Source: an optimization exercise on an open RTL-to-GDS flow (aim: small area and a short achievable clock period). Production flows keep margins and buffers that such runs may drop.
In this exercise RTL edits were held to simulation tests only and were not proved equivalent to the original.
Power and IR drop assume default switching activity.

--- flow/design.v ---
module dma_fifo_hold (
  input  logic en,
  input  logic en_n,
  input  logic d,
  input  logic q,
  output logic y
);
  assign y = (en & d) | (en_n & q);
endmodule
module dma_fifo_aoi222 (
  input  logic a1, a2, b1, b2, c1, c2,
  output logic y
);
  assign y = ~((a1 & a2) | (b1 & b2) | (c1 & c2));
endmodule
module dma_fifo_nand2 (
  input  logic a, b,
  output logic y
);
  assign y = ~(a & b);
endmodule
module dma_fifo_nor2 (
  input  logic a, b,
  output logic y
);
  assign y = ~(a | b);
endmodule
module dma_fifo_nand3 (
  input  logic a, b, c,
  output logic y
);
  assign y = ~(a & b & c);
endmodule
module dma_fifo_nor3 (
  input  logic a, b, c,
  output logic y
);
  assign y = ~(a | b | c);
endmodule
module dma_fifo #(
  parameter int DATA_WIDTH = 32,
  parameter int DEPTH      = 64
) (
  input  logic                    clk,
  input  logic                    rst,
  input  logic                    flush,
  input  logic                    fifo_wen,
  input  logic [DATA_WIDTH-1:0]   fifo_wdata,
  input  logic                    fifo_rden,
  output logic [DATA_WIDTH-1:0]   fifo_rdata,
  output logic                    fifo_is_empty,
  output logic                    fifo_is_full,
  output logic [$clog2(DEPTH):0]  fifo_count,
  output logic                    ovf,
  output logic                    udf
);
  localparam int NGRP = 21;
  logic [DEPTH-1:0][DATA_WIDTH-1:0] mem_q, mem_d;
  logic [3:0]            wp0_q, wp1_q, wp2_q;
  logic [DEPTH-1:0]      rsel_q;
  logic [6:0]            count_q;
  logic                  empty_q, full_q, ovf_q, udf_q;
  logic [1:0][DATA_WIDTH-1:0] rdh_q;
  logic                  wr_acc, rd_acc, clr, wr_mem;
  logic [DEPTH-1:0]      wen, wen_n, rsel;
  logic [NGRP:0][DATA_WIDTH-1:0] grp_n;    
  logic [10:0][DATA_WIDTH-1:0]   l2;
  logic [4:0][DATA_WIDTH-1:0]    l3_n;
  logic [1:0][DATA_WIDTH-1:0]    l4;
  assign clr    = rst | flush;
  assign wr_acc = fifo_wen  & ~full_q  & ~flush;
  assign rd_acc = fifo_rden & ~empty_q & ~flush;
  assign wr_mem = fifo_wen & ~full_q;
  assign rsel = rsel_q;
  for (genvar i = 0; i < DEPTH; i++) begin : g_sel
    assign wen[i]   = wr_mem & wp0_q[i % 4] & wp1_q[(i / 4) % 4] & wp2_q[i / 16];
    assign wen_n[i] = ~wen[i];
  end
  for (genvar i = 0; i < DEPTH; i++) begin : g_row
    for (genvar j = 0; j < DATA_WIDTH; j++) begin : g_bit
      dma_fifo_hold u_hold (
        .en(wen[i]), .en_n(wen_n[i]), .d(fifo_wdata[j]), .q(mem_q[i][j]), .y(mem_d[i][j])
      );
    end
  end
  always_ff @(posedge clk) mem_q <= mem_d;
  for (genvar j = 0; j < DATA_WIDTH; j++) begin : g_rd
    for (genvar k = 0; k < NGRP; k++) begin : g_grp
      dma_fifo_aoi222 u_aoi (
        .a1(mem_q[3*k][j]),   .a2(rsel[3*k]),
        .b1(mem_q[3*k+1][j]), .b2(rsel[3*k+1]),
        .c1(mem_q[3*k+2][j]), .c2(rsel[3*k+2]),
        .y(grp_n[k][j])
      );
    end
    assign grp_n[NGRP][j] = ~(mem_q[DEPTH-1][j] & rsel[DEPTH-1]);
    for (genvar k = 0; k < 11; k++) begin : g_l2
      dma_fifo_nand2 u_l2 (.a(grp_n[2*k][j]), .b(grp_n[2*k+1][j]), .y(l2[k][j]));
    end
    for (genvar k = 0; k < 4; k++) begin : g_l3
      dma_fifo_nor2 u_l3 (.a(l2[2*k][j]), .b(l2[2*k+1][j]), .y(l3_n[k][j]));
    end
    dma_fifo_nor3 u_l3_last (.a(l2[8][j]), .b(l2[9][j]), .c(l2[10][j]), .y(l3_n[4][j]));
    dma_fifo_nand3 u_l4_0 (.a(l3_n[0][j]), .b(l3_n[1][j]), .c(l3_n[2][j]), .y(l4[0][j]));
    dma_fifo_nand2 u_l4_1 (.a(l3_n[3][j]), .b(l3_n[4][j]), .y(l4[1][j]));
  end
  always_ff @(posedge clk) begin
    if (clr) begin
      wp0_q   <= 4'b0001;
      wp1_q   <= 4'b0001;
      wp2_q   <= 4'b0001;
      rsel_q  <= {{(DEPTH-1){1'b0}}, 1'b1};
      count_q <= '0;
      empty_q <= 1'b1;
      full_q  <= 1'b0;
      ovf_q   <= 1'b0;
      udf_q   <= 1'b0;
    end else begin
      if (wr_acc) begin
        wp0_q <= {wp0_q[2:0], wp0_q[3]};
        if (wp0_q[3]) begin
          wp1_q <= {wp1_q[2:0], wp1_q[3]};
          if (wp1_q[3]) wp2_q <= {wp2_q[2:0], wp2_q[3]};
        end
      end
      if (rd_acc) rsel_q <= {rsel_q[DEPTH-2:0], rsel_q[DEPTH-1]};
      if (wr_acc & ~rd_acc) count_q <= count_q + 1'b1;
      else if (rd_acc & ~wr_acc) count_q <= count_q - 1'b1;
      empty_q <= ~wr_acc & (empty_q | (rd_acc & (count_q == 7'd1)));
      full_q  <= ~rd_acc & (full_q  | (wr_acc & (count_q == 7'd63)));
      ovf_q   <= ovf_q | (fifo_wen  & full_q);
      udf_q   <= udf_q | (fifo_rden & empty_q);
    end
  end
  always_ff @(posedge clk) begin
    if (rst)         rdh_q <= '0;
    else if (rd_acc) rdh_q <= l4;
  end
  assign fifo_rdata    = rdh_q[0] | rdh_q[1];
  assign fifo_is_empty = empty_q;
  assign fifo_is_full  = full_q;
  assign fifo_count    = count_q;
  assign ovf           = ovf_q;
  assign udf           = udf_q;
endmodule
--- flow/run.sh ---
#!/bin/bash
# synth_recipe.tcl (not shown) runs the flow's synth.tcl, then flattens the netlist and writes it again
# the make line also repeats each setting of config.mk as NAME=value (left out here)
make -C /OpenROAD-flow-scripts/flow DESIGN_CONFIG=/design/flow/config.mk WORK_HOME=/design/flow/orfs CLKGATE_MAP_FILE= SYNTH_SCRIPT=/design/flow/synth_recipe.tcl finish
--- flow/config.mk ---
export PLATFORM = sky130hd
export DESIGN_NAME = dma_fifo
export DESIGN_NICKNAME = dma_fifo
export VERILOG_FILES = /design/flow/design.v
export SDC_FILE = /design/flow/constraint.sdc
export NUM_CORES = 4
export LEC_CHECK = 0
export CAP_MARGIN = 20
export CORE_MARGIN = 2
export CORE_UTILIZATION = 50
export CTS_CLUSTER_DIAMETER = 100
export CTS_CLUSTER_SIZE = 25
export SETUP_SLACK_MARGIN = 2.0
export SLEW_MARGIN = 20
export SYNTH_HIERARCHICAL = 1
export SYNTH_MINIMUM_KEEP_SIZE = 0
--- flow/constraint.sdc ---
create_clock -name core_clock -period 4.0 [get_ports {clk}]
set_input_delay 0.8000 -clock core_clock [delete_from_list [all_inputs] [get_ports {clk}]]
set_output_delay 0.8000 -clock core_clock [all_outputs]
set_load 0.01 [all_outputs]
==> summary.txt, run 1 <==
Logic synthesis
  – Syn Nets: 6,280
  – Syn avg cell area: about 12 µm²
  – Synth Flop Type: dfxtp_1
  – Share of flip-flops with an asynchronous set or reset: 0
  – Ys Warns: 7
  – Area of the mapped netlist: between 70,000 and 80,000 µm²
  – Synthesized instance count: around 6,200
  – Sequential fraction of the synthesis area: 0.592
  – EDFF count, synth: 0
  – Synth area leader: dfxtp_1
  – Area share of the largest cell type after synthesis: 0.592
  – Yosys cell types: 38
  – #FFs+latches synth: about 2,200
  – Top post-synthesis cells by area: dfxtp_1, a22o_1, a222oi_1

Floorplan
  – Num ports: 80
  – Die X-Extent: about 400 µm
  – Initial Util: 0.504
  – Die Ht: 390 µm
  – Core area: about 150,000 µm²
  – Site Rows: 141
  – Die ar.: 152,000 µm²

Placed design
  – Placer congestion estimate: roughly 0.85
  – Worst slack, placed: 0.504 ns
  – PortBufs: around 80
  – Placed cell count: 8,381
  – Hpwl dp: about 160,000 µm

Timing
  – RSZ-0062 raised after global routing: true
  – PnR worst setup slack: between 1.5 and 2 ns
  – Slew @ Worst Pin: 1.24 ns
  – Final-report setup violation count: 0
  – Slew Limit Fails: 0
  – Min Tclk post-route: about 2.4 ns
  – Part of the cycle the worst path needs: 0.589
  – Slew HR: 0.176
  – Max Clk Rate: approximately 0.42 GHz
  – Setup TNS Final: 0 ns
  – Setup skew after layout: 0.0405 ns
  – Final Hold Fails: 0

Clock network
  – Clk root buf: clkbuf_16
  – TritonCTS Buffers: slightly below 100
  – Cts-stage hold buffer count: 0
  – Clk buf depth: 3
  – Clock slew at reported path FFs: roughly 0.10 ns
  – CTS tree: yes
  – Clock Sinks: approximately 2,200
  – Htree depth: 3
  – Clk Latency, worst-skew pair: ~0.77 ns

Routing
  – Vias per inst: just over 7
  – Via count: approximately 64,000
  – DRC violations left: 0
  – WL/cell: 34.1 µm
  – 1st-iter DRT viols: about 11,000
  – DRT Pass-1 Iters: 12
  – Post-route ant nets: 0
  – Total Wirelength: slightly above 300,000 µm

Critical path
  – Arr. time, crit path: roughly 1.6 ns
  – Max stage delay on crit path: 0.34 ns
  – Worst Path Buf+Inv: 1
  – Worst-path cell chain: or2_4 -> buf_6
  – Startpoint Class: flip-flop
  – Delay-heaviest family, CP: flip-flops
  – Worst EP required: ~3.2 ns
  – Crit path kind: reg2out
  – CP max FO: 2
  – Slowest-stage cell, CP: dfxtp_2
  – Crit. End Element: output port

Power and ir drop
  – Sw Share: 0.231
  – Sequential share of power: 0.633
  – Combinational power share: 0.037
  – PD cells: 389 nW/µm²
  – Clk pwr share: 0.330
  – NetSw: between 0.008 and 0.009 W
  – Maximum vdd ir drop: 0.357 mV
  – Int Pwr: around 0.027 W
  – Pleak: between 30 and 40 nW

Cells and area
  – Area delta synth->final: 20.8%
  – Ratio of cells with drive above 1 in the final layout: 0.186
  – Post-Layout Cell Count: a little under 9,000
  – Diode count: 0
  – Layout net count: around 7,000
  – Most common cell after layout, fill and taps aside: dfxtp_1
  – Commonest non-fill, non-tap cells in the layout: dfxtp_1, a22o_1, a222oi_1

GRT
  – Total grt overflow: 0
  – Global-route wire length before repair: approximately 430,000 µm
  – Pin count of the biggest net entering global routing: between 60 and 70
  – Gr usage total: 0.376
  – Vias in the first global route: between 50,000 and 60,000
  – Initial antenna violation count: 4

Min path
  – Type of the worst min-delay path: reg2reg

Flow run
  – Max-cap violations: 0

Run status
  – Status: complete, no violations
-- cell type report --
class / count / area [µm²]
inverter: 70 / 503
fill: 11900 / 57800
timing repair buffer: 620 / 7390
clock inverter: 2 / 17.5
sequential: 2199 / 44300
clock buffer: 103 / 2530
multi-input combinational: 3932 / 32600
timing repair inverter: 13 / 97.6
tap: 1930 / 2410
-- power groups by stage --
stage	Clock [W]	Combinational (W)	Sequential, W
detailed placement	0	0.00112	0.0227
CTS	0.0116	0.00121	0.0221
floorplan	0	0.000327	0.0226
finish	0.0115	0.00129	0.0221
global route	0.0123	0.00130	0.0222
global placement	0	0.00111	0.0227
-- synth_stat cells (all sizes together) (3+ instances only) --
library cell,instances
nor2,146
buf,18
mux2i,3
nand2,747
xnor2,4
inv,70
nand2b,3
a22o,2048
nor3,37
nand3,35
and2,4
and3,13
clkbuf,43
a21oi,141
dfxtp,2199
ha,4
a222oi,672
or2,33
-- cells by family after synthesis --
logic type	share of synthesized area
multiplexers	0.000404
AO/OA/AOI/OAI	0.342
adder cells (fa/ha/maj)	0.000673
XOR/XNOR	0.000707
buffers and inverters	0.00683
AND/OR/NAND/NOR	0.0577
flip-flops	0.592
-- modules after synthesis (local to each module, per instance) --
module           cell area (µm²)  cells  flops+latches
dma_fifo_nor3               10.0      1              0
dma_fifo                   47300   2943           2199
dma_fifo_nor2               3.75      1              0
dma_fifo_aoi222             10.0      1              0
dma_fifo_hold               8.76      1              0
dma_fifo_nand3              5.00      1              0
dma_fifo_nand2              3.75      1              0
-- routing by layer --
| metal | share of wire | up-vias | GRT usage |
|---|---|---|---|
| li1 | - | 27300 | - |
| met1 | 0.42 | 32200 | 0.542 |
| met2 | 0.43 | 4165 | 0.545 |
| met3 | 0.11 | 520 | 0.0785 |
| met4 | 0.045 | 0 | 0.154 |
| met5 | 0 | - | 0 |
-- worst paths after layout --
check	startpoint	end	slack [ns]	cells after the start
max	rdh_q[18]$_SDFFE_PP0P_	fifo_rdata[18]	1.64	2
min	rdh_q[11]$_SDFFE_PP0P_	rdh_q[11]$_SDFFE_PP0P_	0.46	2
max reg2reg	rsel_q[12]$_SDFFE_PP0P_	rdh_q[13]$_SDFFE_PP0P_	1.70	8
min reg2reg	rdh_q[11]$_SDFFE_PP0P_	rdh_q[11]$_SDFFE_PP0P_	0.46	2
-- registers in the layout, indices dropped and copies added (netlist names) --
name and flops:
wp0_q 4, ovf_q 1, rsel_q 64, full_q 1, wp1_q 4, rdh_q 64, wp2_q 4, mem_q 2048
empty_q 1, udf_q 1, count_q 7
-- worst min-delay path: cells and delay by family, from the launching register on --
kind,cells,cell delay (ns)
AO/OA/AOI/OAI,1,0.05
flip-flops,1,0.33
AND/OR/NAND/NOR,1,0.05
-- per-stage QoR --
| stage | power [W] | instance area (µm²) | hold slack, ns | utilization |
|---|---|---|---|---|
| 3_3_place_gp | 0.0238 | 80600 | 0.439 | 0.546 |
| 2_1_floorplan | 0.0230 | 75800 | 0.431 | - |
| 4_1_cts | 0.0349 | 88000 | 0.408 | 0.596 |
| 3_5_place_dp | 0.0238 | 80600 | 0.442 | 0.546 |
| 6_report | 0.0349 | 89900 | 0.456 | 0.609 |
| 5_1_grt | 0.0358 | 89900 | 0.441 | 0.609 |
-- repair_timing --
action	4_1_cts	5_1_grt
buffers inserted	229	86
cloned	48	20
endpoints found under the setup margin	2224	1766
hold endpoints to repair	0	0
pin swaps	234	214
gates resized for setup	760	169
==> inputs of run 2 (changes only) <==
--- a/flow/config.mk
+++ b/flow/config.mk
@@ -10,7 +10,7 @@
 export CORE_UTILIZATION = 50
 export CTS_CLUSTER_DIAMETER = 100
 export CTS_CLUSTER_SIZE = 25
-export SETUP_SLACK_MARGIN = 2.0
+export SETUP_SLACK_MARGIN = 1.75
 export SLEW_MARGIN = 20
 export SYNTH_HIERARCHICAL = 1
 export SYNTH_MINIMUM_KEEP_SIZE = 0
==> run 2 against run 1 <==
Compared with the run above: area after synthesis unchanged; setup slack gained 0.041 ns; clock-buffer cell count fell by 3; first-iteration DRC count is 7.7% lower; clock power is essentially flat; worst hold slack got worse by 0.0095 ns; global-route usage fell by 2.7 points; combinational power decreased by 15%; wire length shrank 8.4%; fmax grew 1.8%; utilization is 4.3 points lower; die area is the same; largest cell class unchanged.
==> summary.txt, run 2 <==
Cells and area
  – Fillers: 12,600 (was 11,900)
  – Final Util: 0.565 (was 0.609)
  – Max reg flops: 2,048 (unchanged)
  – Register Area: 44,200 µm² (was 44,300 µm²)
  – Diode count: 0 (unchanged)
  – Ratio of cells with drive above 1 in the final layout: 0.115 (was 0.186)
  – Most common cell after layout, fill and taps aside: dfxtp_1 (unchanged)
  – Reg with most FFs: mem_q (unchanged)
  – Commonest non-fill, non-tap cells in the layout: dfxtp_1, a22o_1, nand2_1 (was dfxtp_1, a22o_1, a222oi_1)
  – Area delta synth->final: 12.3% (was 20.8%)
  – Area of the multi-input gates: 31,300 µm² (was 32,600 µm²)
  – Layout net count: 6,598 (was 6,974)
  – Biggest regs: mem_q x2048, rdh_q x64, rsel_q x64 (unchanged)

Logic synthesis
  – Sequential fraction of the synthesis area: 0.592 (unchanged)
  – Synth Flop Type: dfxtp_1 (unchanged)
  – Area of the mapped netlist: 74,400 µm² (unchanged)
  – Synth top cells by count: dfxtp_1, a22o_1, nand2_1 (unchanged)
  – #FFs+latches synth: 2,199 (unchanged)
  – Syn avg cell area: 11.9 µm² (unchanged)
  – Synth area leader: dfxtp_1 (unchanged)
  – Syn Nets: 6,280 (unchanged)
  – Top post-synthesis cells by area: dfxtp_1, a22o_1, a222oi_1 (unchanged)
  – Area share of the largest cell type after synthesis: 0.592 (unchanged)
  – EDFF count, synth: 0 (unchanged)
  – Cell with the most instances after synthesis: dfxtp_1 (unchanged)
  – Ys Warns: 7 (unchanged)
  – Synthesized instance count: 6,239 (unchanged)
  – Share of flip-flops with an asynchronous set or reset: 0 (unchanged)
  – Yosys cell types: 38 (unchanged)

Critical path
  – CP max FO: 2 (unchanged)
  – Startpoint Class: flip-flop (unchanged)
  – R2R Setup Slk: 1.70 ns (about the same)
  – Arr. time, crit path: 1.52 ns (was 1.56 ns)
  – Worst EP required: 3.20 ns (about the same)
  – Worst-path cell chain: or2_4 -> buf_6 (unchanged)
  – Worst Path Buf+Inv: 1 (unchanged)
  – Slowest-stage cell, CP: dfxtp_2 (unchanged)
  – Crit path kind: reg2out (unchanged)
  – Max stage delay on crit path: 0.35 ns (was 0.34 ns)
  – Delay-heaviest family, CP: flip-flops (unchanged)
  – Crit. End Element: output port (unchanged)

Power and ir drop
  – PD cells: 415 nW/µm² (was 389 nW/µm²)
  – Pwr Total: 0.0346 W (was 0.0349 W)
  – Pleak: 31.9 nW (was 34.9 nW)
  – Maximum vdd ir drop: 0.373 mV (was 0.357 mV)

Routing
  – Total Wirelength: 277,000 µm (was 303,000 µm)
  – 1st-iter DRT viols: 10,000 (was 10,800)
  – Vias per inst: 7.22 (was 7.24)
  – WL/cell: 32.6 µm (was 34.1 µm)
  – Via count: 61,300 (was 64,200)
  – DRT Pass-1 Iters: 12 (unchanged)
  – DRC violations left: 0 (unchanged)
  – Post-route ant nets: 0 (unchanged)

Clock network
  – TritonCTS Buffers: 97 (unchanged)
  – CTS tree: yes (unchanged)
  – Clk buf depth: 3 (unchanged)
  – Htree depth: 3 (unchanged)
  – Clock slew at reported path FFs: 0.10 ns (about the same)
  – Clk root buf: clkbuf_16 (unchanged)
  – Clock Sinks: 2,199 (unchanged)
  – Clk Latency, worst-skew pair: 0.76 ns (was 0.77 ns)

Run status
  – Status: complete, no violations (unchanged)

Floorplan
  – Die X-Extent: 390 µm (unchanged)
  – Die Ht: 390 µm (unchanged)
  – Num ports: 80 (unchanged)
  – Site Rows: 141 (unchanged)
  – Core area: 148,000 µm² (unchanged)
  – Die ar.: 152,000 µm² (unchanged)
  – Initial Util: 0.504 (unchanged)

Timing
  – Slew HR: 0.212 (was 0.176)
  – WHS: 0.446 ns (was 0.456 ns)
  – Min Tclk post-route: 2.32 ns (was 2.36 ns)
  – Slew Limit Fails: 0 (unchanged)
  – RSZ-0062 raised after global routing: true (unchanged)
  – Final-report setup violation count: 0 (unchanged)
  – Max Clk Rate: 0.432 GHz (was 0.424 GHz)
  – Part of the cycle the worst path needs: 0.579 (was 0.589)
  – Setup TNS Final: 0 ns (unchanged)
  – Setup skew after layout: 0.0265 ns (was 0.0405 ns)
  – PnR worst setup slack: 1.68 ns (was 1.64 ns)
  – Final Hold Fails: 0 (unchanged)
  – Slew @ Worst Pin: 1.18 ns (was 1.24 ns)

GRT
  – Global-route wire length before repair: 401,000 µm (was 426,000 µm)
  – Pin count of the biggest net entering global routing: 66 (unchanged)
  – Initial antenna violation count: 2 (was 4)
  – Vias in the first global route: 56,900 (was 59,100)
  – Gr usage total: 0.349 (was 0.376)
  – Total grt overflow: 0 (unchanged)

Placed design
  – Hpwl dp: 158,000 µm (was 163,000 µm)
  – Placer congestion estimate: 0.858 (was 0.855)
  – PortBufs: 79 (unchanged)
  – Worst slack, placed: 0.500 ns (was 0.504 ns)

Min path
  – Type of the worst min-delay path: in2reg (was reg2reg)

Flow run
  – Max-cap violations: 0 (unchanged)
run 2: changes by cell type in the layout (fill, tap and decap cells not counted), sizes merged:
cell	change
buf	-342
nand2	-23
clkbuf	-16
clkinvlp	-7
clkdlybuf4s15	+5
inv	+3
clkdlybuf4s50	+2
bufbuf	-1
dlygate4sd2	+1
run 2: report_power, final:
group,total (W),internal [W],switching [W]
Clock,0.0114,0.00445,0.00691
Sequential,0.0222,0.0220,0.000107
Combinational,0.00110,0.000269,0.000832
Total,0.0346,0.0268,0.00785
run 2: routing by layer:
metal / up-vias / share of wire / GRT usage
li1: 26500 / - / -
met1: 31000 / 0.43 / 0.512
met2: 3367 / 0.43 / 0.518
met3: 377 / 0.099 / 0.0617
met4: 0 / 0.035 / 0.113
met5: - / 0 / 0
run 2: metrics by stage:
stage,instances,cell area [µm²]
after floorplan,6239,75700
after global placement,8367,80300
after detailed placement,8367,80300
after CTS,8489,83300
after global routing,8491,83500
final,8491,83500
run 2: what timing repair did:
| item | CTS | global route |
|---|---|---|
| endpoints found under the setup margin | 2001 | 341 |
| pin swaps | 31 | 30 |
| gates resized for setup | 342 | 70 |
| setup buffers | 12 | 1 |
| cloned | 7 | 1 |
| hold buffers | 0 | 0 |
run 2: path summary, 6_finish.rpt:
| kind | startpoint | to | depth (start not counted) |
|---|---|---|---|
| min reg2reg | rdh_q[1]$_SDFFE_PP0P_ | rdh_q[1]$_SDFFE_PP0P_ | 2 |
| max | rdh_q[9]$_SDFFE_PP0P_ | fifo_rdata[9] | 2 |
| max reg2reg | rsel_q[57]$_SDFFE_PP0P_ | rdh_q[32]$_SDFFE_PP0P_ | 7 |
| min | rst | wp1_q[0]$_SDFFE_PP1P_ | 3 |
run 2: cell type report:
| type | instances | share of cell area |
|---|---|---|
| flip-flops and latches | 2199 | 0.530 |
| multi-input cells | 3909 | 0.374 |
| repair buffers | 272 | 0.0303 |
| clock buffers | 100 | 0.0297 |
| well taps | 1930 | 0.0289 |
| inverters | 70 | 0.00593 |
| repair inverters | 8 | 0.000719 |
| clock inverters | 3 | 0.000315 |
run 2: cells by family (layout without fill, tap and decap cells):
group                      Yosys count  after routing  share of synthesized area
buffers and inverters              131            453                    0.00683
xor gates and xnor gates             6              6                   0.000707
adders and majority gates            4              4                   0.000673
DFF                               2199           2199                      0.592
and+or+nand+nor                   1029           1029                     0.0577
muxes                                3              3                   0.000404
AOI/OAI and AO/OA                 2867           2867                      0.342
run 2: worst reg2reg max path, cell delays in order (launching register included):
cell      delay, ns
dfxtp_4        0.37
buf_6          0.16
a222oi_1       0.58
nand2_1        0.32
nor3_2         0.46
nand2_1        0.10
nand2_1        0.07
a21oi_1        0.07
run 2: Yosys stat by module (local to each module, per instance):
module / cells / cell area, µm² / copies in the design / flops+latches
dma_fifo_nor3: 1 / 10.0 / 32 / 0
dma_fifo_nand2: 1 / 3.75 / 384 / 0
dma_fifo_nand3: 1 / 5.00 / 32 / 0
dma_fifo_aoi222: 1 / 10.0 / 672 / 0
dma_fifo_nor2: 1 / 3.75 / 128 / 0
dma_fifo: 2943 / 47300 / 1 / 2199
dma_fifo_hold: 1 / 8.76 / 2048 / 0
==> inputs of run 3 (changes only) <==
--- a/flow/config.mk
+++ b/flow/config.mk
@@ -10,7 +10,7 @@
 export CORE_UTILIZATION = 50
 export CTS_CLUSTER_DIAMETER = 100
 export CTS_CLUSTER_SIZE = 25
-export SETUP_SLACK_MARGIN = 1.75
+export SETUP_SLACK_MARGIN = 1.5
 export SLEW_MARGIN = 20
 export SYNTH_HIERARCHICAL = 1
 export SYNTH_MINIMUM_KEEP_SIZE = 0
==> run 3 against run 2 <==
Compared with the run above: global-route usage shrank 0.68 points; register-to-register slack got worse by 0.22 ns; utilization fell by 0.67 points; power increased by 0.37%; setup slack worse by 0.20 ns.
==> summary.txt, run 3 <==
Run status
  – Status: complete, no violations (unchanged)

Critical path
  – R2R Path End: rdh_q[22]$_SDFFE_PP0P_ (was rdh_q[32]$_SDFFE_PP0P_)
  – Worst-path cell chain: buf_4 -> a222oi_1 -> nand2_1 -> nor2_4 -> nand3_2 -> nand2_1 -> a21oi_1 (was or2_4 -> buf_6)
  – Worst Path Buf+Inv: 1 (unchanged)
  – Crit. End Element: flip-flop (was output port)
  – Cell depth of the worst flop-to-flop path: 7 (unchanged)
  – Slowest-stage cell, CP: a222oi_1 (was dfxtp_2)
  – Arr. time, crit path: 3.13 ns (was 1.52 ns)
  – Startpoint Class: flip-flop (unchanged)
  – Worst EP required: 4.62 ns (was 3.20 ns)
  – CP max FO: 21 (was 2)
  – Crit path top cell by count: nand2_1
  – Max stage delay on crit path: 0.72 ns (was 0.35 ns)
  – Delay-heaviest family, CP: simple AND/OR/NAND/NOR gates (was flip-flops)
  – Crit path kind: reg2reg (was reg2out)
  – Reg2reg start: rsel_q[12]$_SDFFE_PP0P_ (was rsel_q[57]$_SDFFE_PP0P_)
  – R2R Setup Slk: 1.48 ns (was 1.70 ns)

Routing
  – Post-route ant nets: 0 (unchanged)
  – Total Wirelength: 273,000 µm (was 277,000 µm)
  – Vias per inst: 7.10 (was 7.22)
  – DRC violations left: 0 (unchanged)
  – DRT Pass-1 Iters: 11 (was 12)
  – 1st-iter DRT viols: 10,100 (was 10,000)
  – Via count: 60,700 (was 61,300)
  – WL/cell: 31.9 µm (was 32.6 µm)

Floorplan
  – Die ar.: 152,000 µm² (unchanged)
  – Die X-Extent: 390 µm (unchanged)
  – Initial Util: 0.504 (unchanged)
  – Num ports: 80 (unchanged)
  – Die Ht: 390 µm (unchanged)
  – Core area: 148,000 µm² (unchanged)
  – Site Rows: 141 (unchanged)

Min path
  – Worst Hold Endpoint: rdh_q[8]$_SDFFE_PP0P_ (was wp1_q[0]$_SDFFE_PP1P_)
  – Hold wc startpoint: rst (unchanged)
  – WHS Path Cells: 2 (was 3)
  – Type of the worst min-delay path: in2reg (unchanged)

Timing
  – Final Hold Fails: 0 (unchanged)
  – Final-report setup violation count: 0 (unchanged)
  – Setup TNS Final: 0 ns (unchanged)
  – Min Tclk post-route: 2.52 ns (was 2.32 ns)
  – Slew Limit Fails: 0 (unchanged)
  – RSZ-0062 raised after global routing: false (was true)
  – Part of the cycle the worst path needs: 0.630 (was 0.579)
  – Slew HR: 0.192 (was 0.212)
  – Setup skew after layout: 0.0308 ns (was 0.0265 ns)
  – Slew @ Worst Pin: 1.21 ns (was 1.18 ns)
  – Max Clk Rate: 0.397 GHz (was 0.432 GHz)

GRT
  – M1 GR Usage: 0.504 (was 0.512)
  – GR Util met2: 0.495 (was 0.518)
  – Total grt overflow: 0 (unchanged)
  – Pin count of the biggest net entering global routing: 65 (was 66)
  – Met3 usage: 0.0532 (was 0.0617)
  – Global route hottest layer: met1 (was met2)
  – Global-route wire length before repair: 394,000 µm (was 401,000 µm)
  – Gr usage total: 0.342 (was 0.349)
  – Vias in the first global route: 56,400 (was 56,900)
  – Initial antenna violation count: 5 (was 2)

Cells and area
  – Biggest regs: mem_q x2048, rdh_q x64, rsel_q x64 (unchanged)
  – Reg with most FFs: mem_q (unchanged)
  – Post-route cell area: 82,500 µm² (was 83,500 µm²)
  – Layout net count: 6,653 (was 6,598)
  – Commonest non-fill, non-tap cells in the layout: dfxtp_1, a22o_1, nand2_1 (unchanged)
  – Register Area: 44,100 µm² (was 44,200 µm²)
  – Area delta synth->final: 10.9% (was 12.3%)
  – Area of the multi-input gates: 30,200 µm² (was 31,300 µm²)
  – Fillers: 12,600 (about the same)
  – Ratio of cells with drive above 1 in the final layout: 0.0960 (was 0.115)
  – Max reg flops: 2,048 (unchanged)
  – Most common cell after layout, fill and taps aside: dfxtp_1 (unchanged)

Logic synthesis
  – Ys Warns: 7 (unchanged)
  – Synth Flop Type: dfxtp_1 (unchanged)
  – Share of flip-flops with an asynchronous set or reset: 0 (unchanged)
  – Synth area leader: dfxtp_1 (unchanged)
  – Top post-synthesis cells by area: dfxtp_1, a22o_1, a222oi_1 (unchanged)
  – #FFs+latches synth: 2,199 (unchanged)
  – Cell with the most instances after synthesis: dfxtp_1 (unchanged)
  – Area share of the largest cell type after synthesis: 0.592 (unchanged)
  – Yosys cell types: 38 (unchanged)
  – Syn Nets: 6,280 (unchanged)
  – EDFF count, synth: 0 (unchanged)
  – Synthesized instance count: 6,239 (unchanged)
  – Sequential fraction of the synthesis area: 0.592 (unchanged)
  – Area of the mapped netlist: 74,400 µm² (unchanged)
  – Synth top cells by count: dfxtp_1, a22o_1, nand2_1 (unchanged)
  – Syn avg cell area: 11.9 µm² (unchanged)

Clock network
  – Clk buf depth: 3 (unchanged)
  – Clk Latency, worst-skew pair: 0.76 ns (about the same)
  – TritonCTS Buffers: 97 (unchanged)
  – Clk root buf: clkbuf_16 (unchanged)
  – Clock Sinks: 2,199 (unchanged)
  – Htree depth: 3 (unchanged)
  – Clock slew at reported path FFs: 0.10 ns (about the same)
  – CTS tree: yes (unchanged)

Placed design
  – Hpwl dp: 160,000 µm (was 158,000 µm)
  – PortBufs: 79 (unchanged)
  – Placed cell areas: 79,600 µm² (was 80,300 µm²)
  – Placer congestion estimate: 0.909 (was 0.858)

Power and ir drop
  – Combinational power share: 0.034 (was 0.032)
  – PD cells: 421 nW/µm² (was 415 nW/µm²)
  – NetSw: 0.00789 W (was 0.00785 W)
  – Int Pwr: 0.0269 W (was 0.0268 W)
  – Maximum vdd ir drop: 0.380 mV (was 0.373 mV)
  – Clk pwr share: 0.329 (was 0.328)
  – Pwr Total: 0.0347 W (was 0.0346 W)
  – Sw Share: 0.227 (about the same)
  – Sequential share of power: 0.638 (was 0.640)
  – Pleak: 32.5 nW (was 31.9 nW)

Flow run
  – Max-cap violations: 0 (unchanged)
-- run 3: layer usage --
layer | routed length (µm) | vias up | share of wire
li1 | - | 26600 | -
met1 | 119000 | 30500 | 0.44
met2 | 116000 | 3262 | 0.42
met3 | 26000 | 342 | 0.095
met4 | 12100 | 4 | 0.044
met5 | 32 | - | 0.00012
-- run 3: worst max-delay path by stage --
stage | depth (start not counted) | slack [ns] | startpoint | endpoint
4_1_cts | 7 | 1.45 | rsel_q[12]$_SDFFE_PP0P_ | rdh_q[22]$_SDFFE_PP0P_
2_1_floorplan | 6 | 1.19 | fifo_wen | mem_q[1000]$_DFF_P_
5_1_grt | 2 | 1.50 | rdh_q[59]$_SDFFE_PP0P_ | fifo_rdata[27]
6_report | 7 | 1.48 | rsel_q[12]$_SDFFE_PP0P_ | rdh_q[22]$_SDFFE_PP0P_
3_3_place_gp | 8 | 0.47 | fifo_wen | mem_q[336]$_DFF_P_
3_5_place_dp | 8 | 0.47 | fifo_wen | mem_q[325]$_DFF_P_
-- run 3: area by class of cell --
type | count | share of cell area
Antenna cell | 2 | 0.0000607
Clock inverter | 2 | 0.000212
Timing Repair Buffer | 328 | 0.0334
Timing Repair inverter | 7 | 0.000637
Multi-Input combinational cell | 3909 | 0.366
Clock buffer | 102 | 0.0307
Tap cell | 1930 | 0.0293
Sequential cell | 2199 | 0.535
Inverter | 70 | 0.00446
-- run 3: modules after synthesis, one instance, submodules excluded --
module,cells inside,area [µm²]
dma_fifo,2943,47300
dma_fifo_aoi222,1,10.0
dma_fifo_nor3,1,10.0
dma_fifo_hold,1,8.76
dma_fifo_nand3,1,5.00
dma_fifo_nand2,1,3.75
dma_fifo_nor2,1,3.75
-- run 3: worst reg2reg max path, stage by stage, from the launching register on --
cell and delay, ns:
dfxtp_4 0.44, buf_4 0.25, a222oi_1 0.72, nand2_1 0.29, nor2_4 0.30, nand3_2 0.20, nand2_1 0.12, a21oi_1 0.07
-- run 3: cell families (layout without fill, tap and decap cells) --
family / count (synthesis) / in the layout / share of synthesized area
adder cells (fa/ha/maj): 4 / 4 / 0.000673
flip-flops: 2199 / 2199 / 0.592
other: 0 / 2 / 0
multiplexers: 3 / 3 / 0.000404
XOR/XNOR: 6 / 6 / 0.000707
AO/OA/AOI/OAI: 2867 / 2867 / 0.342
AND/OR/NAND/NOR: 1029 / 1029 / 0.0577
buffers and inverters: 131 / 509 / 0.00683
-- run 3: power groups by stage --
stage	logic, W	registers (W)	clock network, W
after floorplan	0.000342	0.0226	0
after global placement	0.00111	0.0227	0
after detailed placement	0.00112	0.0227	0
after CTS	0.00112	0.0222	0.0116
after global routing	0.00119	0.0222	0.0123
final	0.00117	0.0222	0.0114
-- run 3: what timing repair did --
item / in CTS / in global routing
buffers inserted: 10 / 3
hold endpoints to repair: 0 / 0
hold buffers: 0 / 0
pin swaps: 3 / 9
resized for setup: 207 / 27
endpoints found under the setup margin: 871 / 813
gates cloned: 7 / 0
-- run 3: stage by stage --
step | hold WS [ns] | setup slack, ns | utilization | cells
CTS | 0.317 | 1.45 | 0.558 | 8544
floorplan | 0.431 | 1.19 | - | 6239
detailed placement | 0.441 | 0.472 | 0.539 | 8423
global placement | 0.436 | 0.466 | 0.539 | 8423
finish | 0.368 | 1.48 | 0.559 | 8549
global route | 0.353 | 1.50 | 0.559 | 8547
==> inputs of run 4 (changes only) <==
--- a/flow/config.mk
+++ b/flow/config.mk
@@ -10,7 +10,7 @@
 export CORE_UTILIZATION = 50
 export CTS_CLUSTER_DIAMETER = 100
 export CTS_CLUSTER_SIZE = 25
-export SETUP_SLACK_MARGIN = 1.5
+export SETUP_SLACK_MARGIN = 1.9
 export SLEW_MARGIN = 20
 export SYNTH_HIERARCHICAL = 1
 export SYNTH_MINIMUM_KEEP_SIZE = 0
==> run 4 against run 3 <==
Compared with the run above: critical path depth decreased by 5; worst hold slack improved by 0.094 ns; clock power about the same; highest routed layer unchanged.
==> summary.txt, run 4 <==
Logic synthesis
  – Area of the mapped netlist: 74,400 µm² (unchanged)
  – Share of flip-flops with an asynchronous set or reset: 0 (unchanged)
  – Synth top cells by count: dfxtp_1, a22o_1, nand2_1 (unchanged)
  – Post-Synth Adder-Cell Area: 0.000673 (unchanged)
  – Yosys cell types: 38 (unchanged)
  – Syn avg cell area: 11.9 µm² (unchanged)
  – Syn Nets: 6,280 (unchanged)
  – Largest family of logic cells by synthesized area: compound AO/OA/AOI/OAI gates (unchanged)
  – #FFs+latches synth: 2,199 (unchanged)
  – Cell with the most instances after synthesis: dfxtp_1 (unchanged)
  – Synthesized instance count: 6,239 (unchanged)
  – Area share of xor/xnor cells in the synthesized design: 0.000707 (unchanged)
  – Ys Warns: 7 (unchanged)
  – Simple-Gate Fraction of Synth Area: 0.0577 (unchanged)
  – EDFF count, synth: 0 (unchanged)
  – Area fraction in compound gates after synthesis: 0.342 (unchanged)
  – Sequential fraction of the synthesis area: 0.592 (unchanged)
  – Top post-synthesis cells by area: dfxtp_1, a22o_1, a222oi_1 (unchanged)
  – Mux cell area share after synthesis: 0.000404 (unchanged)
  – Synth area leader: dfxtp_1 (unchanged)
  – Synth Flop Type: dfxtp_1 (unchanged)
  – Area share of the largest cell type after synthesis: 0.592 (unchanged)

Power and ir drop
  – Int Pwr: 0.0268 W (was 0.0269 W)
  – Maximum vdd ir drop: 0.357 mV (was 0.380 mV)
  – PD cells: 405 nW/µm² (was 421 nW/µm²)
  – Sequential share of power: 0.637 (was 0.638)
  – Sw Share: 0.228 (was 0.227)
  – Clk pwr share: 0.329 (about the same)
  – NetSw: 0.00793 W (was 0.00789 W)
  – Pwr Total: 0.0348 W (was 0.0347 W)
  – Pleak: 32.9 nW (was 32.5 nW)
  – Combinational power share: 0.034 (about the same)

Clock network
  – Clk buf depth: 3 (unchanged)
  – Clock slew at reported path FFs: 0.10 ns (about the same)
  – CTS tree: yes (unchanged)
  – TritonCTS Buffers: 97 (unchanged)
  – Clk root buf: clkbuf_16 (unchanged)
  – Clock Sinks: 2,199 (unchanged)
  – Htree depth: 3 (unchanged)
  – Clk Latency, worst-skew pair: 0.76 ns (about the same)

Placed design
  – Placed cell count: 8,387 (was 8,423)
  – Placer congestion estimate: 0.853 (was 0.909)
  – PortBufs: 79 (unchanged)
  – Hpwl dp: 163,000 µm (was 160,000 µm)

Timing
  – Slew HR: 0.204 (was 0.192)
  – Slew Limit Fails: 0 (unchanged)
  – Slew @ Worst Pin: 1.19 ns (was 1.21 ns)
  – WHS: 0.462 ns (was 0.368 ns)
  – Final Hold Fails: 0 (unchanged)
  – Min Tclk post-route: 2.37 ns (was 2.52 ns)
  – Setup TNS Final: 0 ns (unchanged)
  – Setup skew after layout: 0.0325 ns (was 0.0308 ns)
  – Max Clk Rate: 0.422 GHz (was 0.397 GHz)
  – Part of the cycle the worst path needs: 0.592 (was 0.630)
  – Final-report setup violation count: 0 (unchanged)
  – RSZ-0062 raised after global routing: true (was false)

Run status
  – Status: complete, no violations (unchanged)

GRT
  – Vias in the first global route: 57,600 (was 56,400)
  – Gr usage total: 0.352 (was 0.342)
  – Total grt overflow: 0 (unchanged)
  – Pin count of the biggest net entering global routing: 65 (unchanged)
  – Global-route wire length before repair: 405,000 µm (was 394,000 µm)
  – Initial antenna violation count: 5 (unchanged)

Critical path
  – Worst EP required: 3.20 ns (was 4.62 ns)
  – Cell depth of the worst flop-to-flop path: 9 (was 7)
  – Crit path kind: reg2out (was reg2reg)
  – Arr. time, crit path: 1.57 ns (was 3.13 ns)
  – Startpoint Class: flip-flop (unchanged)
  – CP max FO: 2 (was 21)
  – Crit. End Element: output port (was flip-flop)

Cells and area
  – Area delta synth->final: 15.5% (was 10.9%)
  – Commonest non-fill, non-tap cells in the layout: dfxtp_1, a22o_1, a222oi_1 (was dfxtp_1, a22o_1, nand2_1)
  – Layout net count: 6,743 (was 6,653)
  – Post-Layout Cell Count: 8,641 (was 8,549)
  – Ratio of cells with drive above 1 in the final layout: 0.144 (was 0.0960)
  – Max reg flops: 2,048 (unchanged)
  – Reg with most FFs: mem_q (unchanged)
  – Fillers: 12,300 (was 12,600)
  – Most common cell after layout, fill and taps aside: dfxtp_1 (unchanged)
  – Biggest regs: mem_q x2048, rdh_q x64, rsel_q x64 (unchanged)

Min path
  – Type of the worst min-delay path: reg2reg (was in2reg)
  – WHS Path Cells: 2 (unchanged)

Routing
  – DRC violations left: 0 (unchanged)
  – WL/cell: 32.8 µm (was 31.9 µm)
  – Post-route ant nets: 0 (unchanged)
  – Via count: 62,000 (was 60,700)
  – Total Wirelength: 283,000 µm (was 273,000 µm)
  – Vias per inst: 7.18 (was 7.10)
  – DRT Pass-1 Iters: 13 (was 11)
  – 1st-iter DRT viols: 9,905 (was 10,100)

Floorplan
  – Initial Util: 0.504 (unchanged)
  – Die Ht: 390 µm (unchanged)
  – Core area: 148,000 µm² (unchanged)
  – Site Rows: 141 (unchanged)
  – Num ports: 80 (unchanged)
  – Die ar.: 152,000 µm² (unchanged)
  – Die X-Extent: 390 µm (unchanged)

Flow run
  – Max-cap violations: 0 (unchanged)
-- run 4: cell types whose count changed in the layout (fill, tap and decap cells not counted), moves of 18 or more --
cell,change
dfxtp_4,+39
nand2_8,+59
buf_6,+61
nor2_1,-52
nand2_1,-47
nor2_4,+34
clkinvlp_4,+37
dfxtp_1,-51
nor2_2,+18
buf_12,+58
inv_1,-36
-- run 4: final timing paths --
check	endpoint	startpoint	slack [ns]
worst max register to register	rdh_q[14]$_SDFFE_PP0P_	rsel_q[23]$_SDFFE_PP0P_	1.73
worst min-delay path	rdh_q[50]$_SDFFE_PP0P_	rdh_q[50]$_SDFFE_PP0P_	0.46
worst min register to register	rdh_q[50]$_SDFFE_PP0P_	rdh_q[50]$_SDFFE_PP0P_	0.46
worst max-delay path	fifo_rdata[28]	rdh_q[28]$_SDFFE_PP0P_	1.63
-- run 4: modules after synthesis (local to each module, per instance) --
module / cell area [µm²] / copies in the design / flip-flops and latches
dma_fifo: 47300 / 1 / 2199
dma_fifo_aoi222: 10.0 / 672 / 0
dma_fifo_nor3: 10.0 / 32 / 0
dma_fifo_hold: 8.76 / 2048 / 0
dma_fifo_nand3: 5.00 / 32 / 0
dma_fifo_nand2: 3.75 / 384 / 0
dma_fifo_nor2: 3.75 / 128 / 0
-- run 4: what timing repair did --
| action | 4_1_cts | 5_1_grt |
|---|---|---|
| setup buffers | 57 | 71 |
| gates cloned | 9 | 8 |
| hold buffers | 0 | 0 |
| endpoints found under the setup margin | 2189 | 705 |
| pin swaps | 68 | 90 |
| resized for setup | 480 | 113 |
-- run 4: through the flow --
step                      setup slack, ns  area, µm²  utilization
after global placement              0.639      80600        0.546
after global routing                 1.62      85900        0.582
final                                1.63      85900        0.582
after CTS                            1.62      84600        0.573
after floorplan                      1.58      75800            -
after detailed placement            0.624      80600        0.546
-- run 4: layer usage --
layer  routed length, µm  vias to the layer above  global-route usage
li1                    -                    26800                   -
met1              120000                    31300               0.511
met2              122000                     3529               0.514
met3               27800                      436              0.0530
met4               13500                        4               0.159
met5                  23                        -                   0
-- run 4: area by class of cell --
| cell class | instances | area (µm²) | area share |
|---|---|---|---|
| flip-flops and latches | 2199 | 44300 | 0.516 |
| diodes | 2 | 5.00 | 0.0000582 |
| repair inverters | 8 | 60.1 | 0.000699 |
| clock buffers | 104 | 2540 | 0.0295 |
| inverters | 70 | 503 | 0.00585 |
| multi-input cells | 3913 | 31700 | 0.369 |
| well taps | 1930 | 2410 | 0.0281 |
| clock inverters | 2 | 17.5 | 0.000204 |
| repair buffers | 413 | 4420 | 0.0514 |
-- run 4: cell families after synthesis --
group / Yosys count
AOI/OAI and AO/OA: 2867
xor gates and xnor gates: 6
adders and majority gates: 4
buffers and inverters: 131
DFF: 2199
muxes: 3
and+or+nand+nor: 1029
-- run 4: worst max-delay path, cell delays in order (launching register included) --
cell,delay (ns)
dfxtp_4,0.40
or2_4,0.28
buf_6,0.13
-- run 4: power by group through the flow --
stage	clock [W]	sequential (W)	combinational [W]
after floorplan	0	0.0226	0.000325
after global placement	0	0.0227	0.00108
after detailed placement	0	0.0227	0.00109
after CTS	0.0116	0.0221	0.00112
after global routing	0.0124	0.0222	0.00120
final	0.0115	0.0221	0.00118
==> inputs of run 5 (changes only) <==
--- a/flow/config.mk
+++ b/flow/config.mk
@@ -7,10 +7,10 @@
 export LEC_CHECK = 0
 export CAP_MARGIN = 20
 export CORE_MARGIN = 2
-export CORE_UTILIZATION = 50
+export CORE_UTILIZATION = 55
 export CTS_CLUSTER_DIAMETER = 100
 export CTS_CLUSTER_SIZE = 25
-export SETUP_SLACK_MARGIN = 1.9
+export SETUP_SLACK_MARGIN = 1.75
 export SLEW_MARGIN = 20
 export SYNTH_HIERARCHICAL = 1
 export SYNTH_MINIMUM_KEEP_SIZE = 0
==> run 5 against run 4 <==
Compared with the run above: register-to-register slack worse by 0.03 ns; setup slack better by 0.017 ns; worst hold slack worse by 0.011 ns; clock-buffer cell count unchanged; first-iteration DRC count up 17%; final cell count down 3.3%; clock skew down 0.013 ns; utilization up 4.4 points; die area down 9.0%; critical path type unchanged; critical endpoint is now fifo_rdata[22]; sequential share of layout area up 1.3 points; sequential power about the same; highest routed layer unchanged; sequential cell count unchanged.
==> summary.txt, run 5 <==
Critical path
  – Reg2reg start: rsel_q[12]$_SDFFE_PP0P_ (was rsel_q[23]$_SDFFE_PP0P_)
  – R2R Path End: rdh_q[28]$_SDFFE_PP0P_ (was rdh_q[14]$_SDFFE_PP0P_)
  – Crit. End Element: output port (unchanged)
  – Delay-heaviest family, CP: flip-flops (unchanged)
  – CP startpoint: rdh_q[22]$_SDFFE_PP0P_ (was rdh_q[28]$_SDFFE_PP0P_)
  – Crit path kind: reg2out (unchanged)
  – CP max FO: 2 (unchanged)
  – Worst EP required: 3.20 ns (about the same)
  – Crit path depth: 2 (unchanged)
  – R2R Setup Slk: 1.70 ns (was 1.73 ns)
  – Cell depth of the worst flop-to-flop path: 7 (was 9)
  – Worst Path Buf+Inv: 1 (unchanged)
  – Arr. time, crit path: 1.55 ns (was 1.57 ns)
  – Worst-path cell chain: or2_4 -> buf_6 (unchanged)
  – Slowest-stage cell, CP: dfxtp_4 (unchanged)
  – Setup crit end: fifo_rdata[22] (was fifo_rdata[28])
  – Max stage delay on crit path: 0.38 ns (was 0.40 ns)
  – Startpoint Class: flip-flop (unchanged)

Timing
  – Final-report setup violation count: 0 (unchanged)
  – Slew @ Worst Pin: 1.19 ns (about the same)
  – Slew Limit Fails: 0 (unchanged)
  – Min Tclk post-route: 2.35 ns (was 2.37 ns)
  – Max Clk Rate: 0.425 GHz (was 0.422 GHz)
  – Setup skew after layout: 0.0200 ns (was 0.0325 ns)
  – PnR worst setup slack: 1.65 ns (was 1.63 ns)
  – RSZ-0062 raised after global routing: true (unchanged)
  – Part of the cycle the worst path needs: 0.588 (was 0.592)
  – Final Hold Fails: 0 (unchanged)
  – Slew HR: 0.206 (was 0.204)
  – Setup TNS Final: 0 ns (unchanged)

GRT
  – Total grt overflow: 0 (unchanged)
  – Vias in the first global route: 55,900 (was 57,600)
  – Initial antenna violation count: 4 (was 5)
  – Pin count of the biggest net entering global routing: 65 (unchanged)
  – Gr usage total: 0.374 (was 0.352)
  – Global-route wire length before repair: 390,000 µm (was 405,000 µm)

Logic synthesis
  – Mux cell area share after synthesis: 0.000404 (unchanged)
  – Yosys cell types: 38 (unchanged)
  – Post-Synth Adder-Cell Area: 0.000673 (unchanged)
  – EDFF count, synth: 0 (unchanged)
  – Area fraction in compound gates after synthesis: 0.342 (unchanged)
  – Simple-Gate Fraction of Synth Area: 0.0577 (unchanged)
  – Synth area leader: dfxtp_1 (unchanged)
  – Synth Flop Type: dfxtp_1 (unchanged)
  – Area share of xor/xnor cells in the synthesized design: 0.000707 (unchanged)
  – Area of the mapped netlist: 74,400 µm² (unchanged)
  – Cell with the most instances after synthesis: dfxtp_1 (unchanged)
  – Synthesized instance count: 6,239 (unchanged)
  – Top post-synthesis cells by area: dfxtp_1, a22o_1, a222oi_1 (unchanged)
  – Area share of the largest cell type after synthesis: 0.592 (unchanged)
  – Synth top cells by count: dfxtp_1, a22o_1, nand2_1 (unchanged)
  – #FFs+latches synth: 2,199 (unchanged)
  – Syn Nets: 6,280 (unchanged)
  – Largest family of logic cells by synthesized area: compound AO/OA/AOI/OAI gates (unchanged)
  – Sequential fraction of the synthesis area: 0.592 (unchanged)
  – Syn avg cell area: 11.9 µm² (unchanged)
  – Share of flip-flops with an asynchronous set or reset: 0 (unchanged)
  – Ys Warns: 7 (unchanged)

Floorplan
  – Die X-Extent: 372 µm (was 390 µm)
  – Die ar.: 138,000 µm² (was 152,000 µm²)
  – Site Rows: 134 (was 141)
  – Num ports: 80 (unchanged)
  – Initial Util: 0.556 (was 0.504)
  – Core area: 134,000 µm² (was 148,000 µm²)
  – Die Ht: 372 µm (was 390 µm)

Routing
  – DRC violations left: 0 (unchanged)
  – Vias per inst: 7.35 (was 7.18)
  – 1st-iter DRT viols: 11,600 (was 9,905)
  – Total Wirelength: 271,000 µm (was 283,000 µm)
  – Via count: 61,400 (was 62,000)
  – WL/cell: 32.4 µm (was 32.8 µm)
  – DRT Pass-1 Iters: 13 (unchanged)
  – Post-route ant nets: 0 (unchanged)

Cells and area
  – Area delta synth->final: 12.5% (was 15.5%)
  – Layout net count: 6,624 (was 6,743)
  – Ratio of cells with drive above 1 in the final layout: 0.118 (was 0.144)
  – Reg with most FFs: mem_q (unchanged)
  – Post-route cell area: 83,700 µm² (was 85,900 µm²)
  – Commonest non-fill, non-tap cells in the layout: dfxtp_1, a22o_1, a222oi_1 (unchanged)
  – Most common cell after layout, fill and taps aside: dfxtp_1 (unchanged)
  – Final Util: 0.626 (was 0.582)
  – Max reg flops: 2,048 (unchanged)
  – Biggest regs: mem_q x2048, rdh_q x64, rsel_q x64 (unchanged)

Placed design
  – PortBufs: 79 (unchanged)
  – Placed cell areas: 79,900 µm² (was 80,600 µm²)
  – Hpwl dp: 158,000 µm (was 163,000 µm)
  – Worst slack, placed: 0.490 ns (was 0.624 ns)
  – Placer congestion estimate: 0.868 (was 0.853)

Clock network
  – TritonCTS Buffers: 97 (unchanged)
  – Clk root buf: clkbuf_16 (unchanged)
  – Htree depth: 3 (unchanged)
  – Clock slew at reported path FFs: 0.10 ns (about the same)
  – CTS tree: yes (unchanged)
  – Clock Sinks: 2,199 (unchanged)
  – Clk buf depth: 3 (unchanged)
  – Clk Latency, worst-skew pair: 0.77 ns (was 0.76 ns)

Power and ir drop
  – PD cells: 415 nW/µm² (was 405 nW/µm²)
  – Pleak: 32.1 nW (was 32.9 nW)
  – Maximum vdd ir drop: 0.358 mV (was 0.357 mV)
  – Pwr Total: 0.0347 W (was 0.0348 W)

Run status
  – Status: complete, no violations (unchanged)

Flow run
  – Max-cap violations: 0 (unchanged)

Min path
  – Type of the worst min-delay path: in2reg (was reg2reg)
[run 5: cell counts after synthesis]
No cell type changed its count.
[run 5: per-module statistics from Yosys, one instance, submodules excluded]
module           cells  cell area [µm²]
dma_fifo_hold        1             8.76
dma_fifo_nor2        1             3.75
dma_fifo_nor3        1             10.0
dma_fifo_nand2       1             3.75
dma_fifo          2943            47300
dma_fifo_aoi222      1             10.0
dma_fifo_nand3       1             5.00
[run 5: cells by family (layout without fill, tap and decap cells)]
kind of cell    after synthesis  count (layout)
mux                           3               3
flops                      2199            2199
other cells                   0               2
xor+xnor                      6               6
fa+ha+maj                     4               4
simple gates               1029            1030
buf+inv                     131             480
compound gates             2867            2867
[run 5: stage by stage]
step	std cells	hold slack, ns
global placement	8202	0.436
finish	8359	0.450
floorplan	6239	0.431
CTS	8328	0.401
detailed placement	8202	0.441
global route	8357	0.424
[run 5: power by group]
group	switching (W)	leakage, nW	internal, W
clock	0.00684	1.28	0.00460
sequential	0.000116	17.8	0.0220
combinational	0.000865	13.0	0.000282
[run 5: worst min-delay path by stage]
stage / start / endpoint / slack [ns] / depth (start not counted)
floorplan: rdh_q[31]$_SDFFE_PP0P_ / rdh_q[31]$_SDFFE_PP0P_ / 0.43 / 2
global placement: rdh_q[48]$_SDFFE_PP0P_ / rdh_q[48]$_SDFFE_PP0P_ / 0.44 / 2
detailed placement: rdh_q[38]$_SDFFE_PP0P_ / rdh_q[38]$_SDFFE_PP0P_ / 0.44 / 2
CTS: rst / wp1_q[0]$_SDFFE_PP1P_ / 0.40 / 3
global route: rst / wp0_q[0]$_SDFFE_PP1P_ / 0.42 / 3
finish: rst / wp1_q[0]$_SDFFE_PP1P_ / 0.45 / 3
[run 5: area by class of cell]
class / instances / area, µm²
Sequential cell: 2199 / 44300
Clock buffer: 104 / 2580
Fill cell: 10600 / 50100
Timing Repair inverter: 17 / 128
Timing Repair Buffer: 288 / 2630
Antenna cell: 2 / 5.00
Clock inverter: 1 / 8.76
Tap cell: 1768 / 2210
Multi-Input combinational cell: 3910 / 31400
Inverter: 70 / 495
[run 5: routing by layer]
layer,part of all wire,routed length [µm],track usage
met1,0.42,114000,0.550
met2,0.42,115000,0.539
met3,0.12,32100,0.0876
met4,0.036,9690,0.125
met5,0.000037,10,0
[run 5: worst register-to-register path, stage by stage, from the launching register on]
cell and delay (ns):
dfxtp_2 0.36, buf_6 0.18, a222oi_1 0.64, nand2_1 0.35, nor2_4 0.36, nand3_2 0.11, nand2_1 0.08, a21oi_1 0.07
[run 5: repair_timing]
action	CTS	global route
pin swaps	47	46
endpoints found under the hold margin	0	0
buffers inserted	8	24
setup endpoints to repair	1772	636
gates resized for setup	402	80
hold buffers	0	0
gates cloned	13	5
==> inputs of run 6 (changes only) <==
==> flow/config.mk (replaced) <==
export PLATFORM = sky130hd
export DESIGN_NAME = dma_fifo
export DESIGN_NICKNAME = dma_fifo
export VERILOG_FILES = /design/flow/design.v
export SDC_FILE = /design/flow/constraint.sdc
export NUM_CORES = 4
export LEC_CHECK = 0
export CAP_MARGIN = 10
export CORE_MARGIN = 2
export CORE_UTILIZATION = 50
export CTS_CLUSTER_DIAMETER = 100
export CTS_CLUSTER_SIZE = 25
export SETUP_SLACK_MARGIN = 1.75
export SLEW_MARGIN = 10
export SYNTH_HIERARCHICAL = 1
export SYNTH_MINIMUM_KEEP_SIZE = 0
==> run 6 against run 5 <==
Compared with the run above: still clean on timing, DRC and antenna; via count shrank 0.21%; first-iteration DRC count down 14%; die area increased by 9.9%; final cell count increased by 1.6%; critical endpoint is now fifo_rdata[9]; largest cell class unchanged; largest power group unchanged.
==> summary.txt, run 6 <==
Run status
  – Status: complete, no violations (unchanged)

Routing
  – Total Wirelength: 277,000 µm (was 271,000 µm)
  – WL/cell: 32.6 µm (was 32.4 µm)
  – Post-route ant nets: 0 (unchanged)
  – DRC violations left: 0 (unchanged)
  – Vias per inst: 7.22 (was 7.35)
  – Via count: 61,300 (was 61,400)
  – DRT Pass-1 Iters: 12 (was 13)
  – 1st-iter DRT viols: 10,000 (was 11,600)

Timing
  – Setup TNS Final: 0 ns (unchanged)
  – Max Clk Rate: 0.432 GHz (was 0.425 GHz)
  – Slew @ Worst Pin: 1.18 ns (was 1.19 ns)
  – RSZ-0062 raised after global routing: true (unchanged)
  – Final-report setup violation count: 0 (unchanged)
  – Slew Limit Fails: 0 (unchanged)
  – Part of the cycle the worst path needs: 0.579 (was 0.588)
  – Min Tclk post-route: 2.32 ns (was 2.35 ns)
  – Setup skew after layout: 0.0265 ns (was 0.0200 ns)
  – PnR worst setup slack: 1.68 ns (was 1.65 ns)
  – Slew HR: 0.212 (was 0.206)
  – Final Hold Fails: 0 (unchanged)

Cells and area
  – Biggest regs: mem_q x2048, rdh_q x64, rsel_q x64 (unchanged)
  – Post-Layout Cell Count: 8,491 (was 8,359)
  – Layout net count: 6,598 (was 6,624)
  – Most common cell after layout, fill and taps aside: dfxtp_1 (unchanged)
  – Area delta synth->final: 12.3% (was 12.5%)
  – Reg with most FFs: mem_q (unchanged)
  – Commonest non-fill, non-tap cells in the layout: dfxtp_1, a22o_1, nand2_1 (was dfxtp_1, a22o_1, a222oi_1)
  – Ratio of cells with drive above 1 in the final layout: 0.115 (was 0.118)
  – Diode count: 0 (was 2)
  – Fillers: 12,600 (was 10,600)
  – Max reg flops: 2,048 (unchanged)
  – Final Util: 0.565 (was 0.626)

Logic synthesis
  – Synth area leader: dfxtp_1 (unchanged)
  – Syn avg cell area: 11.9 µm² (unchanged)
  – EDFF count, synth: 0 (unchanged)
  – Synth Flop Type: dfxtp_1 (unchanged)
  – Area share of the largest cell type after synthesis: 0.592 (unchanged)
  – Share of flip-flops with an asynchronous set or reset: 0 (unchanged)
  – Area of the mapped netlist: 74,400 µm² (unchanged)
  – Cell with the most instances after synthesis: dfxtp_1 (unchanged)
  – Yosys cell types: 38 (unchanged)
  – Syn Nets: 6,280 (unchanged)
  – #FFs+latches synth: 2,199 (unchanged)
  – Top post-synthesis cells by area: dfxtp_1, a22o_1, a222oi_1 (unchanged)
  – Sequential fraction of the synthesis area: 0.592 (unchanged)
  – Synthesized instance count: 6,239 (unchanged)
  – Synth top cells by count: dfxtp_1, a22o_1, nand2_1 (unchanged)
  – Ys Warns: 7 (unchanged)

Power and ir drop
  – Combinational power share: 0.032 (was 0.033)
  – Maximum vdd ir drop: 0.373 mV (was 0.358 mV)
  – NetSw: 0.00785 W (was 0.00782 W)
  – Sw Share: 0.227 (was 0.225)
  – Pleak: 31.9 nW (was 32.1 nW)
  – Sequential share of power: 0.640 (was 0.638)
  – Int Pwr: 0.0268 W (was 0.0269 W)
  – Pwr Total: 0.0346 W (was 0.0347 W)
  – PD cells: 415 nW/µm² (about the same)
  – Clk pwr share: 0.328 (was 0.329)

Clock network
  – CTS tree: yes (unchanged)
  – Clk buf depth: 3 (unchanged)
  – Clock slew at reported path FFs: 0.10 ns (about the same)
  – Clk Latency, worst-skew pair: 0.76 ns (was 0.77 ns)
  – Clk root buf: clkbuf_16 (unchanged)
  – Htree depth: 3 (unchanged)
  – TritonCTS Buffers: 97 (unchanged)
  – Clock Sinks: 2,199 (unchanged)

Min path
  – Hold wc startpoint: rst (unchanged)
  – WHS Path Cells: 3 (unchanged)
  – Type of the worst min-delay path: in2reg (unchanged)
  – Worst Hold Endpoint: wp1_q[0]$_SDFFE_PP1P_ (unchanged)

Flow run
  – Max-cap violations: 0 (unchanged)

GRT
  – Vias in the first global route: 56,900 (was 55,900)
  – Global-route wire length before repair: 401,000 µm (was 390,000 µm)
  – Gr usage total: 0.349 (was 0.374)
  – Total grt overflow: 0 (unchanged)
  – Pin count of the biggest net entering global routing: 66 (was 65)
  – Initial antenna violation count: 2 (was 4)

Critical path
  – CP max FO: 2 (unchanged)
  – R2R Path End: rdh_q[32]$_SDFFE_PP0P_ (was rdh_q[28]$_SDFFE_PP0P_)
  – R2R Setup Slk: 1.70 ns (about the same)
  – Startpoint Class: flip-flop (unchanged)
  – Worst EP required: 3.20 ns (about the same)
  – Reg2reg start: rsel_q[57]$_SDFFE_PP0P_ (was rsel_q[12]$_SDFFE_PP0P_)
  – Crit. End Element: output port (unchanged)
  – Crit path kind: reg2out (unchanged)
  – Cell depth of the worst flop-to-flop path: 7 (unchanged)
  – Arr. time, crit path: 1.52 ns (was 1.55 ns)

Floorplan
  – Die X-Extent: 390 µm (was 372 µm)
  – Site Rows: 141 (was 134)
  – Die Ht: 390 µm (was 372 µm)
  – Initial Util: 0.504 (was 0.556)
  – Core area: 148,000 µm² (was 134,000 µm²)
  – Die ar.: 152,000 µm² (was 138,000 µm²)
  – Num ports: 80 (unchanged)

Placed design
  – PortBufs: 79 (unchanged)
  – Hpwl dp: 158,000 µm (about the same)
  – Worst slack, placed: 0.500 ns (was 0.490 ns)
  – Placer congestion estimate: 0.858 (was 0.868)
  – Placed cell count: 8,367 (was 8,202)
## run 6: routing by layer
layer	part of all wire	up-vias	wire, µm	track usage
li1	-	26500	-	-
met5	0	-	0	0
met1	0.43	31000	120000	0.512
met2	0.43	3367	120000	0.518
met3	0.099	377	27600	0.0617
met4	0.035	0	9740	0.113
## run 6: how the worst max path moves through the flow
stage | endpoint | startpoint | slack, ns
floorplan | mem_q[864]$_DFF_P_ | fifo_wen | 1.54
global placement | mem_q[479]$_DFF_P_ | fifo_wen | 0.53
detailed placement | mem_q[477]$_DFF_P_ | fifo_wen | 0.50
CTS | fifo_rdata[25] | rdh_q[57]$_SDFFE_PP0P_ | 1.65
global route | fifo_rdata[2] | rdh_q[34]$_SDFFE_PP0P_ | 1.65
finish | fifo_rdata[9] | rdh_q[9]$_SDFFE_PP0P_ | 1.68
## run 6: layout make-up
class                      instances  area, µm²  area share
sequential                      2199      44200       0.530
timing repair inverter             8       60.1    0.000719
inverter                          70        495     0.00593
clock inverter                     3       26.3    0.000315
clock buffer                     100       2480      0.0297
timing repair buffer             272       2530      0.0303
multi-input combinational       3909      31300       0.374
tap                             1930       2410      0.0289
## run 6: critical path, stage by stage, from the launching register on
cell and delay (ns):
dfxtp_2 0.35, or2_4 0.28, buf_6 0.13
## run 6: stage by stage
step,hold slack [ns],cell area [µm²]
2_1_floorplan,0.431,75700
3_3_place_gp,0.437,80300
3_5_place_dp,0.443,80300
4_1_cts,0.389,83300
5_1_grt,0.411,83500
6_report,0.446,83500
## run 6: cells by family after synthesis
| kind of cell | synth area share |
|---|---|
| AND/OR/NAND/NOR | 0.0577 |
| XOR/XNOR | 0.000707 |
| adder cells (fa/ha/maj) | 0.000673 |
| flip-flops | 0.592 |
| buffers and inverters | 0.00683 |
| multiplexers | 0.000404 |
| AO/OA/AOI/OAI | 0.342 |
## run 6: repair_timing
item,4_1_cts,5_1_grt
endpoints found under the hold margin,0,0
buffers inserted,12,1
setup endpoints to repair,2001,341
cloned,7,1
hold buffers,0,0
pin swaps,31,30
gates resized for setup,342,70
## run 6: modules after synthesis (local to each module, per instance)
module / flops+latches / cells / copies in the design / area (µm²)
dma_fifo: 2199 / 2943 / 1 / 47300
dma_fifo_nand3: 0 / 1 / 32 / 5.00
dma_fifo_nor2: 0 / 1 / 128 / 3.75
dma_fifo_nor3: 0 / 1 / 32 / 10.0
dma_fifo_aoi222: 0 / 1 / 672 / 10.0
dma_fifo_nand2: 0 / 1 / 384 / 3.75
dma_fifo_hold: 0 / 1 / 2048 / 8.76
## run 6: power groups by stage
stage / Clock (W) / Combinational [W] / Sequential (W)
floorplan: 0 / 0.000340 / 0.0226
global placement: 0 / 0.00105 / 0.0227
detailed placement: 0 / 0.00106 / 0.0227
CTS: 0.0115 / 0.00107 / 0.0222
global route: 0.0123 / 0.00113 / 0.0222
finish: 0.0114 / 0.00110 / 0.0222

[re-timing with driven ports]
In the flow no input, the clock included, has a driving cell. The finished layouts below were timed again as built, in two steps.
Step 1: set_driving_cell puts a clkbuf_16 on clk and a buf_2 on each other input, an assumption about the parent block.
Step 2 adds t to the input delays and takes it off the output delays; t is the mean of the earliest and latest rising clock arrival at the registers after step 1. Input paths then give back, and output paths get back, about the clock's delay inside the block.
Slacks: ideal / step 1 / step 2; pairs: ideal / step 1.
run	t, ns	setup WS [ns]	worst slew at a driven data input, ns
run 1	0.845	1.643 / 1.551 / 1.031	0.05
run 2	0.823	1.684 / 1.606 / 1.005	0.06
run 3	0.838	1.481 / 1.447 / 0.777	0.09
run 4	0.834	1.632 / 1.540 / 1.111	0.04
run 5	0.842	1.649 / 1.563 / 0.960	0.04
run 6	0.823	1.684 / 1.606 / 1.005	0.06
After both steps every run listed still meets setup and hold. For run 3, which loses most, drivers alone change the setup slack by -0.034 ns; drivers and shift together by -0.704 ns.
